Source: an optimization exercise on an open RTL-to-GDS flow (aim: small area). Production flows keep margins and buffers that such runs may drop. Function was checked by simulation only, so behaviour that the tests miss may differ from the original. Power is estimated from default activity; no workload was simulated. The clock port is modelled as an ideal driver; clocking choices that lean on that would not hold on a real chip.

==> flow/design.v <==
module rmr_o22ai (input logic a1, a2, b1, b2, output logic y);
    assign y = ~((a1 | a2) & (b1 | b2));
endmodule
module rmr_aoi222 (input logic a0, b0, a1, b1, a2, b2, output logic y);
    assign y = ~((a0 & b0) | (a1 & b1) | (a2 & b2));
endmodule
module rmr_nand4 (input logic a, b, c, d, output logic y);
    assign y = ~(a & b & c & d);
endmodule
module rmr_nand3 (input logic a, b, c, output logic y);
    assign y = ~(a & b & c);
endmodule
module rmr_nand2 (input logic a, b, output logic y);
    assign y = ~(a & b);
endmodule
module rmr_or4 (input logic a, b, c, d, output logic y);
    assign y = a | b | c | d;
endmodule
module rmr_or3 (input logic a, b, c, output logic y);
    assign y = a | b | c;
endmodule
module rmr_or2 (input logic a, b, output logic y);
    assign y = a | b;
endmodule
module rmr_inv (input logic a, output logic y);
    assign y = ~a;
endmodule
module rmr_and2 (input logic a, b, output logic y);
    assign y = a & b;
endmodule
module rmr_and4 (input logic a, b, c, d, output logic y);
    assign y = a & b & c & d;
endmodule
module rmr_and3 (input logic a, b, c, output logic y);
    assign y = a & b & c;
endmodule
module rmr_xor2 (input logic a, b, output logic y);
    assign y = a ^ b;
endmodule
module rmr_xnor2 (input logic a, b, output logic y);
    assign y = ~(a ^ b);
endmodule
module rmr_sel128 (input logic [127:0] sel, input logic [127:0] d, input logic extra, output logic y);
    logic [43:0] n1;
    logic [10:0] p2;
    logic [2:0]  p3;
    for (genvar g = 0; g < 42; g++) begin : g_l1
        rmr_aoi222 u (.a0(sel[3*g]), .b0(d[3*g]), .a1(sel[3*g+1]), .b1(d[3*g+1]),
                      .a2(sel[3*g+2]), .b2(d[3*g+2]), .y(n1[g]));
    end
    rmr_nand2 u_l1_126 (.a(sel[126]), .b(d[126]), .y(n1[42]));
    rmr_nand2 u_l1_127 (.a(sel[127]), .b(d[127]), .y(n1[43]));
    for (genvar g = 0; g < 11; g++) begin : g_l2
        rmr_nand4 u (.a(n1[4*g]), .b(n1[4*g+1]), .c(n1[4*g+2]), .d(n1[4*g+3]), .y(p2[g]));
    end
    rmr_or4 u_l3_0 (.a(p2[0]), .b(p2[1]), .c(p2[2]), .d(p2[3]), .y(p3[0]));
    rmr_or4 u_l3_1 (.a(p2[4]), .b(p2[5]), .c(p2[6]), .d(p2[7]), .y(p3[1]));
    rmr_or3 u_l3_2 (.a(p2[8]), .b(p2[9]), .c(p2[10]), .y(p3[2]));
    rmr_or4 u_l4 (.a(p3[0]), .b(p3[1]), .c(p3[2]), .d(extra), .y(y));
endmodule
module rmr_sel16 (input logic [15:0] sel, input logic [15:0] d, output logic y);
    logic [5:0] n1;
    logic [1:0] p2;
    for (genvar g = 0; g < 5; g++) begin : g_l1
        rmr_aoi222 u (.a0(sel[3*g]), .b0(d[3*g]), .a1(sel[3*g+1]), .b1(d[3*g+1]),
                      .a2(sel[3*g+2]), .b2(d[3*g+2]), .y(n1[g]));
    end
    rmr_nand2 u_l1_last (.a(sel[15]), .b(d[15]), .y(n1[5]));
    rmr_nand3 u_l2_0 (.a(n1[0]), .b(n1[1]), .c(n1[2]), .y(p2[0]));
    rmr_nand3 u_l2_1 (.a(n1[3]), .b(n1[4]), .c(n1[5]), .y(p2[1]));
    rmr_or2 u_l3 (.a(p2[0]), .b(p2[1]), .y(y));
endmodule
module rmr_or128 (input logic [127:0] a, output logic y);
    logic [31:0] o1;
    logic [7:0]  o2;
    logic [1:0]  o3;
    for (genvar g = 0; g < 32; g++) begin : g_l1
        rmr_or4 u (.a(a[4*g]), .b(a[4*g+1]), .c(a[4*g+2]), .d(a[4*g+3]), .y(o1[g]));
    end
    for (genvar g = 0; g < 8; g++) begin : g_l2
        rmr_or4 u (.a(o1[4*g]), .b(o1[4*g+1]), .c(o1[4*g+2]), .d(o1[4*g+3]), .y(o2[g]));
    end
    rmr_or4 u_l3_0 (.a(o2[0]), .b(o2[1]), .c(o2[2]), .d(o2[3]), .y(o3[0]));
    rmr_or4 u_l3_1 (.a(o2[4]), .b(o2[5]), .c(o2[6]), .d(o2[7]), .y(o3[1]));
    rmr_or2 u_l4 (.a(o3[0]), .b(o3[1]), .y(y));
endmodule
module rmr_or16 (input logic [15:0] a, output logic y);
    logic [3:0] o1;
    for (genvar g = 0; g < 4; g++) begin : g_l1
        rmr_or4 u (.a(a[4*g]), .b(a[4*g+1]), .c(a[4*g+2]), .d(a[4*g+3]), .y(o1[g]));
    end
    rmr_or4 u_l2 (.a(o1[0]), .b(o1[1]), .c(o1[2]), .d(o1[3]), .y(y));
endmodule
module real_mem_to_reg #(
    parameter int DATA_W = 16,
    parameter int MEM_AW = 7,
    parameter int REG_AW = 4
) (
    input  logic              CLK,
    input  logic              RESET_N,
    input  logic [DATA_W-1:0] AData,
    input  logic              MemWrite,
    input  logic [DATA_W-1:0] MemData,
    input  logic              IRWrite,
    input  logic [DATA_W-1:0] IRData,
    input  logic              RegWrite,
    output logic [DATA_W-1:0] AccOut
);
    localparam int MEM_DEPTH = 2 ** MEM_AW;
    localparam int REG_DEPTH = 2 ** REG_AW;
    logic                             phase;
    logic [REG_AW-1:0]                ir;
    logic [MEM_DEPTH-1:0][DATA_W-1:0] mem;
    logic [MEM_DEPTH-1:0]             mem_vld;
    logic [REG_DEPTH-1:0][DATA_W-1:0] regs;
    logic [REG_DEPTH-1:0]             reg_vld;
    logic [MEM_AW-1:0] mem_addr;
    assign mem_addr = AData[MEM_AW-1:0];
    logic [MEM_AW-1:0] a_n;
    logic [1:0]        ir_lo_n, ir_hi_n;
    for (genvar k = 0; k < MEM_AW; k++) begin : g_an
        rmr_inv u (.a(mem_addr[k]), .y(a_n[k]));
    end
    for (genvar k = 0; k < 2; k++) begin : g_irn
        rmr_inv u_lo (.a(ir[k]), .y(ir_lo_n[k]));
        rmr_inv u_hi (.a(ir[k+2]), .y(ir_hi_n[k]));
    end
    logic [7:0]  lo, lo_we;
    logic [15:0] hi;
    logic [3:0]  ir_lo, ir_lo_we, ir_hi;
    for (genvar l = 0; l < 8; l++) begin : g_lo
        rmr_and3 u_lo (.a(l[0] ? mem_addr[0] : a_n[0]), .b(l[1] ? mem_addr[1] : a_n[1]),
                       .c(l[2] ? mem_addr[2] : a_n[2]), .y(lo[l]));
        rmr_and4 u_we (.a(MemWrite), .b(l[0] ? mem_addr[0] : a_n[0]), .c(l[1] ? mem_addr[1] : a_n[1]),
                       .d(l[2] ? mem_addr[2] : a_n[2]), .y(lo_we[l]));
    end
    for (genvar h = 0; h < 16; h++) begin : g_hi
        rmr_and4 u_hi (.a(h[0] ? mem_addr[3] : a_n[3]), .b(h[1] ? mem_addr[4] : a_n[4]),
                       .c(h[2] ? mem_addr[5] : a_n[5]), .d(h[3] ? mem_addr[6] : a_n[6]), .y(hi[h]));
    end
    for (genvar k = 0; k < 4; k++) begin : g_irdec
        rmr_and2 u_lo (.a(k[0] ? ir[0] : ir_lo_n[0]), .b(k[1] ? ir[1] : ir_lo_n[1]), .y(ir_lo[k]));
        rmr_and3 u_we (.a(RegWrite), .b(k[0] ? ir[0] : ir_lo_n[0]), .c(k[1] ? ir[1] : ir_lo_n[1]),
                       .y(ir_lo_we[k]));
        rmr_and2 u_hi (.a(k[0] ? ir[2] : ir_hi_n[0]), .b(k[1] ? ir[3] : ir_hi_n[1]), .y(ir_hi[k]));
    end
    logic [MEM_DEPTH-1:0] mem_we, mem_we_n, mem_vld_d, mem_sel;
    for (genvar i = 0; i < MEM_DEPTH; i++) begin : g_mword
        rmr_nand2 u_wen (.a(lo_we[i%8]), .b(hi[i/8]), .y(mem_we_n[i]));
        rmr_inv   u_we  (.a(mem_we_n[i]), .y(mem_we[i]));
        rmr_or2   u_vld (.a(mem_vld[i]), .b(mem_we[i]), .y(mem_vld_d[i]));
        rmr_and3  u_sel (.a(lo[i%8]), .b(hi[i/8]), .c(mem_vld[i]), .y(mem_sel[i]));
    end
    logic [REG_DEPTH-1:0] reg_we, reg_we_n, reg_vld_d, reg_sel;
    for (genvar j = 0; j < REG_DEPTH; j++) begin : g_rword
        rmr_nand2 u_wen (.a(ir_lo_we[j%4]), .b(ir_hi[j/4]), .y(reg_we_n[j]));
        rmr_inv   u_we  (.a(reg_we_n[j]), .y(reg_we[j]));
        rmr_or2   u_vld (.a(reg_vld[j]), .b(reg_we[j]), .y(reg_vld_d[j]));
        rmr_and3  u_sel (.a(ir_lo[j%4]), .b(ir_hi[j/4]), .c(reg_vld[j]), .y(reg_sel[j]));
    end
    logic mem_hit, reg_hit, mem_miss_fill, acc_flip;
    rmr_or128 u_mhit (.a(mem_sel), .y(mem_hit));
    rmr_or16  u_rhit (.a(reg_sel), .y(reg_hit));
    assign mem_miss_fill = phase & ~mem_hit;
    rmr_and2 u_flip (.a(phase), .b(reg_hit), .y(acc_flip));
    logic [DATA_W-1:0] reg_line, mem_line_n;
    logic [DATA_W-1:0][MEM_DEPTH/64-1:0] mem_line;
    logic [MEM_DEPTH-1:0][DATA_W-1:0] mem_d;
    logic [REG_DEPTH-1:0][DATA_W-1:0] regs_d;
    for (genvar b = 0; b < DATA_W; b++) begin : g_bit
        logic [MEM_DEPTH-1:0] mcol;
        logic [REG_DEPTH-1:0] rcol;
        logic                 racc;
        for (genvar i = 0; i < MEM_DEPTH; i++) begin : g_mc
            assign mcol[i] = mem[i][b];
            rmr_o22ai u_nx (.a1(mem[i][b]), .a2(mem_we[i]), .b1(mem_we_n[i]), .b2(mem_line[b][i/64]),
                            .y(mem_d[i][b]));
        end
        for (genvar j = 0; j < REG_DEPTH; j++) begin : g_rc
            assign rcol[j] = regs[j][b];
            rmr_o22ai u_nx (.a1(regs[j][b]), .a2(reg_we[j]), .b1(reg_we_n[j]), .b2(reg_line[b]),
                            .y(regs_d[j][b]));
        end
        rmr_xnor2  u_mline (.a(MemData[b]), .b(phase), .y(mem_line_n[b]));
        for (genvar k = 0; k < MEM_DEPTH / 64; k++) begin : g_ml
            rmr_inv u_mldrv (.a(mem_line_n[b]), .y(mem_line[b][k]));
        end
        rmr_sel128 u_mrd (.sel(mem_sel), .d(mcol), .extra(mem_miss_fill), .y(reg_line[b]));
        rmr_sel16  u_rrd (.sel(reg_sel), .d(rcol), .y(racc));
        rmr_xor2   u_acc (.a(racc), .b(acc_flip), .y(AccOut[b]));
    end
    always_ff @(posedge CLK or negedge RESET_N) begin
        if (!RESET_N) begin
            phase <= 1'b0;
        end else begin
            phase <= ~phase;
        end
    end
    always_ff @(posedge CLK or negedge RESET_N) begin
        if (!RESET_N) begin
            ir <= '0;
        end else if (IRWrite) begin
            ir <= IRData[REG_AW-1:0];
        end
    end
    always_ff @(posedge CLK or negedge RESET_N) begin
        if (!RESET_N) begin
            mem_vld <= '0;
            reg_vld <= '0;
        end else begin
            mem_vld <= mem_vld_d;
            reg_vld <= reg_vld_d;
        end
    end
    always_ff @(posedge CLK) begin
        mem  <= mem_d;
        regs <= regs_d;
    end
endmodule
==> flow/flow/run.sh <==
#!/bin/bash
# The standard layout (standard.sh), with two changes passed to ORFS through its variables:
# - clock tree synthesis without dummy loads, in clusters of up to 30 flip-flops;
# - the smallest buffer on each input and output port (repair may still resize it).
# The make output goes to standard_make.log; ORFS keeps each step's log under orfs/logs.
set -euo pipefail
export CTS_ARGS="-sink_clustering_enable -repair_clock_nets -dont_use_dummy_load -sink_clustering_size 30 -sink_clustering_max_diameter 100 -buf_list {sky130_fd_sc_hd__clkbuf_8 sky130_fd_sc_hd__clkbuf_16}"
export BUFFER_PORTS_ARGS="-buffer_cell sky130_fd_sc_hd__buf_1"
bash standard.sh > standard_make.log 2>&1
==> flow/standard.sh <==
#!/bin/bash
# synth_recipe.tcl (not shown) runs the flow's synth.tcl, then flattens the netlist and writes it again
# the make line also repeats each setting of config.mk as NAME=value (left out here)
make -C /OpenROAD-flow-scripts/flow DESIGN_CONFIG=/design/flow/config.mk WORK_HOME=/design/flow/orfs CLKGATE_MAP_FILE= SYNTH_SCRIPT=/design/flow/synth_recipe.tcl "${@:-finish}"
==> flow/config.mk <==
export PLATFORM = sky130hd
export DESIGN_NAME = real_mem_to_reg
export DESIGN_NICKNAME = real_mem_to_reg
export VERILOG_FILES = /design/flow/design.v
export SDC_FILE = /design/flow/constraint.sdc
export NUM_CORES = 4
export LEC_CHECK = 0
export CAP_MARGIN = 10
export CORE_MARGIN = 2
export CORE_UTILIZATION = 60
export GPL_TIMING_DRIVEN = 0
export SLEW_MARGIN = 10
export SYNTH_HIERARCHICAL = 1
export SYNTH_MINIMUM_KEEP_SIZE = 0
==> flow/constraint.sdc <==
create_clock -name core_clock -period 8.0 [get_ports {CLK}]
set_input_delay 1.6000 -clock core_clock [delete_from_list [all_inputs] [get_ports {CLK}]]
set_output_delay 1.6000 -clock core_clock [all_outputs]
set_load 0.01 [all_outputs]
==> results of run 1 <==
## layout make-up
class	instances	area [um^2]
well taps	1742	2180
clock buffers	91	2280
flip-flops and latches	2453	49900
diodes	17	42.5
multi-input cells	3954	27300
fillers	10227	45300
inverters	188	786
repair buffers	101	1400
## cell families (layout without fill, tap and decap cells)
| kind of cell | count (synthesis) | count (layout) | synth area share (%) |
|---|---|---|---|
| AOI/OAI and AO/OA | 3056 | 3056 | 28.2 |
| DFF | 2453 | 2453 | 64.0 |
| and+or+nand+nor | 862 | 862 | 6.49 |
| buffers and inverters | 188 | 380 | 0.906 |
| xor gates and xnor gates | 32 | 32 | 0.360 |
| muxes | 4 | 4 | 0.0578 |
| other | 0 | 17 | 0 |
## routing by layer
| metal | GRT usage [%] | routed length, um |
|---|---|---|
| met5 | 0 | 155 |
| met4 | 19.4 | 15700 |
| met3 | 9.10 | 32200 |
| met2 | 58.0 | 119000 |
| met1 | 56.2 | 110000 |
## report_power, final
group | total [mW] | switching (mW) | internal (mW)
registers | 15.1 | 0.981 | 14.2
clock network | 5.68 | 3.62 | 2.06
logic | 2.37 | 1.27 | 1.10
## cell usage in the layout, fill, tap and decap left out, types with 4 or more instances in the layout
cell type     n
or3_1        16
xnor2_1      16
buf_16       19
inv_4        32
clkbuf_16    91
mux2_2        4
o22ai_1    2304
and3_1      148
or2_1       161
nand3_1      32
a222oi_1    752
xor2_1       16
and4_2        8
or4_1        95
dfrtp_1     148
diode_2      17
buf_1        46
and3_2        8
and4_1       16
dfxtp_1    2304
buf_12       35
nand4_1     176
nand2_1     192
inv_1       156
and2_1        9
## critical path: stages
cell,delay (ns)
buf_1,0.25
inv_1,0.17
and3_2,0.45
buf_16,0.25
and3_1,0.43
or4_1,0.72
or4_1,0.64
or4_1,0.63
or2_1,0.28
nor2b_1,0.76
or4_1,0.88
o22ai_1,0.20
## final timing paths
| path | startpoint | to | slack, ns | depth (start not counted) |
|---|---|---|---|---|
| max in group asynchronous | RESET_N | mem_vld[49] | 6.46 | 3 |
| worst min register to register | mem[1319] | mem[1319] | 0.45 | 1 |
| worst max-delay path | AData[2] | regs[121] | 1.24 | 12 |
| min in group asynchronous | RESET_N | mem_vld[110] | 0.73 | 1 |
| worst min-delay path | mem[1319] | mem[1319] | 0.45 | 1 |
| worst max register to register | mem_vld[61] | regs[121] | 2.82 | 8 |
## per-module statistics from Yosys (local to each module, per instance), a selection
module,times used,flops+latches,area [um^2]
rmr_nand2,192,0,3.75
rmr_aoi222,752,0,10.0
rmr_or4,95,0,7.51
rmr_xnor2,16,0,8.76
rmr_and2,9,0,6.26
rmr_xor2,16,0,8.76
rmr_inv,187,0,3.75
rmr_nand3,32,0,5.00
rmr_or3,16,0,6.26
rmr_o22ai,2304,0,6.26
rmr_and3,156,0,6.26
real_mem_to_reg,1,2453,49900
## sequential cells by signal, indices dropped and copies added, names as in the netlist
register  count
regs        256
mem_vld     128
ir            4
mem        2048
phase         1
reg_vld      16
==> summary.md, run 1 <==
| Metric | Value |
|---|---|
| Status | finished clean |
| Worst Setup Start Kind | input pin |
| CTS tree | yes |
| Synth unique cells | 18 |
| Post-synth ARST share | 6.07% |
| Placed cells | 8438 |
| Setup WS pre-CTS | about 0.64 ns |
| Starting density of the core | between 60% and 70% |
| Period utilisation layout | 84.5% |
| Setup Fix Bufs, Post-CTS | 0 |
| Root buffer cell | clkbuf_16 |
| P&R area growth vs syn | 7.71% |
| DRC | 0 |
| Final setup viols | 0 |
| Syn Std Cell Area | 0.0779 mm^2 |
| Most used DFF post-synth | dfxtp_1 |
| Area contributors post-synth | dfxtp_1, o22ai_1, a222oi_1, dfrtp_1, nand4_1 |
| Initial DRC Count | between 10000 and 15000 |
| Crit path capture type | flip-flop |
| Maximum clock frequency | 148 MHz |
| Placeable Area | 0.129 mm^2 |
| Layout cells sized above 1 | 2.93% |
| Area post-placement | a little over 0.08 mm^2 |
| Post-DRT Antenna Nets | 0 |
| Finished Cell Area | between 0.08 and 0.09 mm^2 |
| Pwr Density | around 280 mW/mm^2 |
| Syn Nets | around 6600 |
| Synth Area per Inst | 11.8 um^2 |
| CP Max Fanout | 17 |
| Crit path kind | in -> reg |
| Share of Yosys cell area claimed by the top area cell type | 59.2% |
| Top cell type by total area after synthesis | dfxtp_1 |
| Clock-pin slew on the worst setup and hold paths | ~0.11 ns |
| Per-cell routed wire length | 32.4 um |
| Post-synth EDFFs | 0 |
| CP Data Arrival Time | 7.34 ns |
| IO Pins | between 60 and 70 |
| Pleak | 31.9 nW |
| Setup TNS | 0 ns |
| Gpl congestion | a little under 0.9 |
| DR pass1 iterations | 10 |
| Worst-margin pin slew | a little over 1 ns |
| Slew HR | 32.3% |
| Req. time, crit path | ~8.6 ns |
| Clk Latency, worst-skew pair | 0.77 ns |
| Seq/Total Area, Yosys | 64.0% |
| Final WL | 277000 um |
| IO Port Bufs | between 40 and 50 |
| Worst Skew | 0.0469 ns |
| CTS sink count | roughly 2500 |
| Hold-fix buffers, CTS | 0 |
| Final hold viol count | 0 |
| DP HPWL | 175000 um |
| H-tree Lvls | 3 |
| Total GRT Usage | 39.9% |
| Initial antenna violation count | 27 |
| Peak supply drop | 0.190 mV |
| Via count | 67521 |
| Largest net degree at the start of global routing | 62 |
| Yosys warning count | 7 |
| DIE HEIGHT | 364 um |
| Site Rows | 132 |
| Num CTS Buffers | 91 |
| Slew Limit Fails | 0 |
| Horiz. Die Dim | 364 um |
| Max clock buf depth | 3 |
| RSZ-0062 raised after global routing | no |
| Final core utilization | around two thirds |
| Max_cap viols | 0 |
| Post-synthesis cell count | 6595 |
| Vias in the first global route | 61297 |
| Layout Nets | between 6000 and 7000 |
| Yosys reg bits | 2453 |
| GR Overflow Total | 0 |
| Final worst-path setup slack | 1.24 ns |
| Vias/cell | ~7.9 |
| PostCTS Resize Cnt | 0 |
| Most frequent cells after synthesis | dfxtp_1, o22ai_1, a222oi_1 |
| Min-delay worst type | reg -> reg |
| Die area | 0.133 mm^2 |
| Final cell count without fillers | 8546 |
| First-pass GRT wire length | 403000 um |
| Hold_ws | 0.447 ns |
| Pwr Total | 23.2 mW |
| Final worst path period need | 6.76 ns |
==> inputs of run 2 (changes only) <==
--- a/flow/design.v
+++ b/flow/design.v
@@ -164,7 +164,7 @@
     assign mem_miss_fill = phase & ~mem_hit;
     rmr_and2 u_flip (.a(phase), .b(reg_hit), .y(acc_flip));
     logic [DATA_W-1:0] reg_line, mem_line_n;
-    logic [DATA_W-1:0][MEM_DEPTH/64-1:0] mem_line;
+    logic [DATA_W-1:0][MEM_DEPTH/16-1:0] mem_line;
     logic [MEM_DEPTH-1:0][DATA_W-1:0] mem_d;
     logic [REG_DEPTH-1:0][DATA_W-1:0] regs_d;
     for (genvar b = 0; b < DATA_W; b++) begin : g_bit
@@ -173,7 +173,7 @@
         logic                 racc;
         for (genvar i = 0; i < MEM_DEPTH; i++) begin : g_mc
             assign mcol[i] = mem[i][b];
-            rmr_o22ai u_nx (.a1(mem[i][b]), .a2(mem_we[i]), .b1(mem_we_n[i]), .b2(mem_line[b][i/64]),
+            rmr_o22ai u_nx (.a1(mem[i][b]), .a2(mem_we[i]), .b1(mem_we_n[i]), .b2(mem_line[b][i/16]),
                             .y(mem_d[i][b]));
         end
         for (genvar j = 0; j < REG_DEPTH; j++) begin : g_rc
@@ -182,7 +182,7 @@
                             .y(regs_d[j][b]));
         end
         rmr_xnor2  u_mline (.a(MemData[b]), .b(phase), .y(mem_line_n[b]));
-        for (genvar k = 0; k < MEM_DEPTH / 64; k++) begin : g_ml
+        for (genvar k = 0; k < MEM_DEPTH / 16; k++) begin : g_ml
             rmr_inv u_mldrv (.a(mem_line_n[b]), .y(mem_line[b][k]));
         end
         rmr_sel128 u_mrd (.sel(mem_sel), .d(mcol), .extra(mem_miss_fill), .y(reg_line[b]));
==> flow/flow/run.sh (replaced) <==
#!/bin/bash
# The standard layout (standard.sh), with two changes passed to ORFS through its variables:
# - clock tree synthesis without dummy loads, in clusters of up to 28 flip-flops;
# - the smallest buffer on each input and output port (repair may still resize it).
# The make output goes to standard_make.log; ORFS keeps each step's log under orfs/logs.
set -euo pipefail
export CTS_ARGS="-sink_clustering_enable -repair_clock_nets -dont_use_dummy_load -sink_clustering_size 28 -sink_clustering_max_diameter 100 -buf_list {sky130_fd_sc_hd__clkbuf_8 sky130_fd_sc_hd__clkbuf_16}"
export BUFFER_PORTS_ARGS="-buffer_cell sky130_fd_sc_hd__buf_1"
bash standard.sh > standard_make.log 2>&1
==> summary.md, run 2 <==
| Metric | Value |
|---|---|
| Status | finished clean |
| Synth unique cells | 18 |
| Post-DRT Antenna Nets | 0 |
| Most used DFF post-synth | dfxtp_1 |
| DP HPWL | 184000 um |
| Synth Area per Inst | 11.7 um^2 |
| Hold_ws | approximately 0.45 ns |
| DIE HEIGHT | 365 um |
| Reg with most FFs | mem |
| Slew Limit Fails | 0 |
| Critical R2R Launch | mem_vld[101] |
| Clock-pin slew on the worst setup and hold paths | 0.11 ns |
| Final worst path period need | 6.71 ns |
| Capturing point of the worst reg2reg path | regs[195] |
| Initial DRC Count | 13747 |
| Slowest CP cell | or4_1 |
| Period utilisation layout | a little over four fifths |
| Top cell type by total area after synthesis | dfxtp_1 |
| Area contributors post-synth | dfxtp_1, o22ai_1, a222oi_1, dfrtp_1, nand4_1 |
| CTS sink count | 2453 |
| Yosys warning count | 7 |
| Horiz. Die Dim | 365 um |
| Setup Fix Bufs, Post-CTS | 0 |
| Final core utilization | 64.7% |
| IO Port Bufs | 47 |
| CP Buf/Inv Count | 3 |
| Placeable Area | 0.129 mm^2 |
| RSZ-0062 raised after global routing | no |
| Site Rows | ~130 |
| Worst setup endpoint | regs[195] |
| Worst Skew | 0.0256 ns |
| Pleak | 32.3 nW |
| Initial antenna violation count | 37 |
| Crit path from | AData[2] |
| Most frequent cells after synthesis | dfxtp_1, o22ai_1, a222oi_1 |
| Min-delay worst type | reg -> reg |
| Hold-fix buffers, CTS | 0 |
| Layout Nets | 6927 |
| Hold depth | 1 |
| Per-cell routed wire length | 33.6 um |
| Cell mode on critical path | or4_1 |
| Crit path kind | in -> reg |
| H-tree Lvls | 3 |
| IO Pins | 69 |
| Max_cap viols | 0 |
| Max clock buf depth | 3 |
| Share of Yosys cell area claimed by the top area cell type | 59.0% |
| Vias/cell | 7.95 |
| Pwr Density | 279 mW/mm^2 |
| Final WL | 290000 um |
| Top Registers | mem x2048, regs x256, mem_vld x128 |
| Post-synthesis cell count | approximately 6700 |
| GR Overflow Total | 0 |
| Reg-to-reg slack, setup | ~2.9 ns |
| P&R area growth vs syn | 7.16% |
| Total GRT Usage | 41.3% |
| Crit path capture type | flip-flop |
| Slew HR | 34.9% |
| Root buffer cell | clkbuf_16 |
| PostCTS Resize Cnt | 0 |
| Worst-margin pin slew | 0.977 ns |
| Clk Latency, worst-skew pair | 0.77 ns |
| Num CTS Buffers | 97 |
| Crit path depth | 12 |
| Peak supply drop | 0.223 mV |
| Pwr Total | 23.4 mW |
| Max FFs per register | 2048 |
| Die area | around 0.13 mm^2 |
| CTS tree | yes |
| DRC | 0 |
| CP delay by family, top | simple AND/OR/NAND/NOR gates |
| Yosys reg bits | 2453 |
| Post-synth ARST share | 6.07% |
| Largest net degree at the start of global routing | 33 |
| Worst Setup Start Kind | input pin |
| Maximum clock frequency | 149 MHz |
| Layout cells sized above 1 | 2.50% |
| Gpl congestion | 0.975 |
| Seq/Total Area, Yosys | 63.7% |
| R2r worst-path depth | 8 |
| Syn Std Cell Area | a little under 0.08 mm^2 |
| Worst path cell trace | buf_1 -> inv_1 -> and3_2 -> buf_12 -> and3_1 -> or4_1 -> or4_1 -> or4_1 -> or2_1 -> nor2b_1 -> or4_1 -> o22ai_1 |
| Vias in the first global route | 61092 |
| Most frequent cells in the layout | o22ai_1, dfxtp_1, a222oi_1 |
| Final hold viol count | 0 |
| Syn Nets | 6744 |
| Req. time, crit path | 8.59 ns |
| First-pass GRT wire length | 413000 um |
| Critical path's largest stage delay | 0.83 ns |
| Post-synth EDFFs | 0 |
| Final setup viols | 0 |
| Starting density of the core | 60.4% |
| DR pass1 iterations | 10 |
| CP Max Fanout | 22 |
| Finished Cell Area | 0.0838 mm^2 |
| CP Data Arrival Time | roughly 7.3 ns |
| Area post-placement | 0.0814 mm^2 |
| Via count | 68594 |
## run 2: cell types whose count changed after synthesis, sizes merged
cell and change:
inv +96
## run 2: area by class of cell
type	count	area (um^2)
diodes	19	47.5
clock buffers	97	2430
fillers	10507	45600
inverters	284	1070
multi-input cells	3954	27500
flip-flops and latches	2453	49900
well taps	1742	2180
repair buffers	84	805
## run 2: where the power goes
part	switching [mW]	internal, mW	leakage (nW)
clock network	3.67	2.18	1.20
logic	1.29	1.08	8.80
registers	0.998	14.2	22.3
## run 2: metal layers
metal / vias up / wire (um) / global-route usage, %
met1: 34409 / 113000 / 58.1
met5: - / 174 / 0
li1: 29009 / - / -
met3: 708 / 37000 / 11.4
met4: 26 / 15900 / 18.5
met2: 4442 / 124000 / 59.1
## run 2: logic make-up (layout without fill, tap and decap cells)
logic type | Yosys count | after routing | share of synthesized area (%)
simple gates | 862 | 862 | 6.46
other cells | 0 | 19 | 0
compound gates | 3056 | 3056 | 28.0
flops | 2453 | 2453 | 63.7
xor+xnor | 32 | 32 | 0.358
mux | 4 | 4 | 0.0576
buf+inv | 284 | 465 | 1.36
## run 2: worst min-delay path by stage
stage | from | endpoint
3_5_place_dp | mem[255] | mem[255]
4_1_cts | mem[1868] | mem[1868]
5_1_grt | mem[1840] | mem[1840]
6_report | mem[1845] | mem[1845]
3_3_place_gp | mem[1347] | mem[1347]
2_1_floorplan | mem[0] | mem[0]
## run 2: Yosys stat by module (local to each module, per instance), a selection
module           copies in the design  flops+latches
real_mem_to_reg                     1           2453
rmr_aoi222                        752              0
rmr_and4                           24              0
rmr_xnor2                          16              0
rmr_xor2                           16              0
rmr_nand4                         176              0
rmr_and3                          156              0
rmr_and2                            9              0
rmr_o22ai                        2304              0
rmr_nand3                          32              0
rmr_nand2                         192              0
rmr_inv                           283              0
## run 2: per-stage QoR
step                setup slack [ns]  setup TNS (ns)  cells
floorplan                       2.89               0   6691
global placement               -3.97         -582.64   8480
detailed placement             0.798               0   8517
CTS                             1.60               0   8614
global route                    1.14               0   8614
finish                          1.29               0   8633

[static timing again, ports no longer ideal]
The results above use ideal ports. As a check the final layouts listed here were re-extracted and re-timed, cells and wires unchanged. Step 1, drivers: a clkbuf_16 drives CLK and a buf_2 each remaining input, both assumed. Step 2 moves the port delays by t, midway between the first and last clock arrival at a register: inputs arrive t later, outputs are due t later. That takes back most of the time a late clock gives input paths. a / b / c = ideal ports / drivers / drivers and shift; a / b = the first two.
run	t (ns)	setup WS [ns]	hold slack, ns	worst setup path at the end	clock arrival spread, ns
run 1	0.830	1.238 / 1.227 / 0.398	0.447 / 0.447 / 0.447	input to register	0.047 / 0.047
run 2	0.826	1.287 / 1.322 / 0.496	0.446 / 0.446 / 0.446	input to register	0.042 / 0.042
After both steps every run listed still meets setup and hold. The setup slack of run 1, which loses most, moves by -0.011 ns with the drivers and by -0.840 ns with both steps.
